This is an optimization exercise on Yosys and OpenROAD, whose aim is small area, a short achievable clock period and few clock cycles per item, not a production implementation. The RTL was checked by simulation tests, not by an equivalence proof against the original design. Power and IR drop assume default switching activity.

==> trial 10: inputs <==
==> flow/design.v (excerpt) <==
module indexed_ordered_list_engine (
	input  wire                         clk,
	input  wire                         arst_n,
	input  wire                         s_tvalid,
	output logic                        s_tready,
	input  wire  [iole_pkg::IN_W-1:0]   s_tdata,    
	output logic                        m_tvalid,
	input  wire                         m_tready,
	output logic [iole_pkg::OUT_W-1:0]  m_tdata     
);
	localparam int QD = 3;    
	logic               rdy_q;      
	logic               iv_q;       
	logic               cred_q;     
	logic [POS_W-1:0]   pos_q;
	logic [DATA_W-1:0]  val_q;
	logic               f_pf_q, f_pb_q, f_ins_q, f_popf_q, f_popb_q, f_rem_q;
	logic               f_upd_q, f_get_q, f_srch_q, f_clr_q;
	logic [CAPACITY-1:0] ge_q;
	logic [CAPACITY-1:0] s_ge;
	logic [CAPACITY-1:0] at_q;        
	logic [CAPACITY-1:0] gt_q;        
	logic [POS_W-1:0]    s_pos;
	logic               acc;
	logic               run;
	logic [OP_W-1:0]    s_op;
	assign acc  = s_tvalid && rdy_q;
	assign run  = iv_q && cred_q;
	assign s_op = s_tdata[OP_W-1:0];
	assign s_pos = s_tdata[OP_W +: POS_W];
	for (genvar i = 0; i < CAPACITY; i++) begin : g_dec
		assign s_ge[i] = (POS_W'(i) >= s_pos);
		if (i == 0) begin : g_d0
			assign gt_q[i] = 1'b0;
			assign at_q[i] = ge_q[i];
		end else begin : g_dn
			assign gt_q[i] = ge_q[i-1];
			assign at_q[i] = ge_q[i] && !ge_q[i-1];
		end
	end
	always_ff @(posedge clk) begin
		if (acc) begin
			pos_q    <= s_pos;
			ge_q     <= s_ge;
			val_q    <= s_tdata[OP_W+POS_W +: DATA_W];
			f_pf_q   <= (s_op == OP_PUSH_FRONT);
			f_pb_q   <= (s_op == OP_PUSH_BACK);
			f_ins_q  <= (s_op == OP_INSERT);
			f_popf_q <= (s_op == OP_POP_FRONT);
			f_popb_q <= (s_op == OP_POP_BACK);
			f_rem_q  <= (s_op == OP_REMOVE);
			f_upd_q  <= (s_op == OP_UPDATE);
			f_get_q  <= (s_op == OP_GET);
			f_srch_q <= (s_op == OP_SEARCH);
			f_clr_q  <= (s_op == OP_CLEAR);
		end
	end
	logic [CNT_W-1:0]   count_q;
	logic [CAPACITY-1:0] live_q;      
	logic [CAPACITY-1:0] ex_live;
	logic               full;
	logic               empty;
	logic               in_range;
	logic               ins_range;
	logic               ex_ok;
  ...
clock: 10.0 ns
lec_check: 0
cap_margin: 20
core_margin: 2
core_utilization: 25
cts_cluster_diameter: 100
cts_cluster_size: 24
place_density: 0.35
slew_margin: 20
standard.sh (not shown) runs the stock make flow with config.mk's settings and CLKGATE_MAP_FILE= SYNTH_SCRIPT=/design/flow/synth_recipe.tcl, a recipe that flattens the netlist after the stock synthesis.
==> flow/flow/run.sh <==
#!/bin/bash
set -euo pipefail
bash standard.sh SETUP_SLACK_MARGIN=6.2 finish > layout.log 2>&1
==> trial 48: changes against trial 10 <==
==> flow/run.sh (new file) <==
#!/bin/bash
# synth_recipe.tcl (not shown) runs the flow's synth.tcl, then flattens the netlist and writes it again
# the make line also repeats each setting of config.mk as NAME=value (left out here)
make -C /OpenROAD-flow-scripts/flow DESIGN_CONFIG=/design/flow/config.mk WORK_HOME=/design/flow/orfs CLKGATE_MAP_FILE= SYNTH_SCRIPT=/design/flow/synth_recipe.tcl finish
--- a/flow/config.mk
+++ b/flow/config.mk
@@ -13,2 +13,3 @@
 export PLACE_DENSITY = 0.35
+export SETUP_SLACK_MARGIN = 5
 export SLEW_MARGIN = 20
removed: flow/flow/run.sh
removed: flow/standard.sh
==> notes.md <==
|  | trial 10 | trial 48 |
|---|---|---|
| Status | finished clean | finished clean |
| Synthesis-to-layout area growth | 12.5% | 12.2% |
| Detailed Place HPWL | 906000 µm | 920000 µm |
| Maximum operating frequency | 241 MHz | 208 MHz |
| Max Fanout on Critical Path | 25 | 33 |
| Number of vias per cell | 6.25 | 6.23 |
| Number of antenna diodes | 111 | 110 |
| Total Power Consumption | 68.6 mW | 68.6 mW |
| Setup repair after global routing missed its margin | yes | no |
| Flop-to-flop setup slack | 5.85 ns | 5.19 ns |
| Total vias in the final route | 148000 | 147000 |
| Worst vdd rail ir drop | 0.163 mV | 0.201 mV |
| Relative slew margins | 0.0326 | 0.0667 |
| Post-CTS Setup Inserts | 27 | 2 |
| Gate power share | 0.385 | 0.386 |
| Detailed Route Iter0 Violations | 30100 | 29500 |
| WL met3 | 176000 µm | 174000 µm |
| Critical-path cell with the highest stage delay | or4_1 | buf_4 |
| Largest net degree at the start of global routing | 81 | 86 |
| Worst stage delay on the critical path | 0.95 ns | 0.92 ns |
| Global-route track usage on met2 | 0.477 | 0.479 |
Testbench counts of trial 10, summed over its fixed seeds: cycles 9,624, items 9,600.
Testbench counts of trial 48, summed over its fixed seeds: cycles 9,624, items 9,600.

[static timing again, ports no longer ideal]
Ports are ideal in the flow. The routed layouts listed here were re-timed in OpenROAD. Step 1 assumes that a clkbuf_16 drives the clock port and a buf_2 every other input. Step 2 times the ports against the registers' clock, not the clock port: input delays grow and output delays shrink by t, the midpoint of the rising clock arrivals with the driver on. Slacks: ideal ports / drivers / drivers and shift; pairs: ideal ports / drivers.
run | t, ns | setup WS [ns] | worst hold slack (ns)
trial 10 | 1.147 | 5.847 / 5.847 / 5.411 | 0.486 / 0.486 / 0.486
trial 48 | 1.143 | 5.189 / 5.189 / 5.189 | 0.499 / 0.499 / 0.499
After both steps every run listed still meets setup and hold. For trial 10, which loses most, drivers alone change the setup slack by 0.000 ns; drivers and shift together by -0.436 ns.
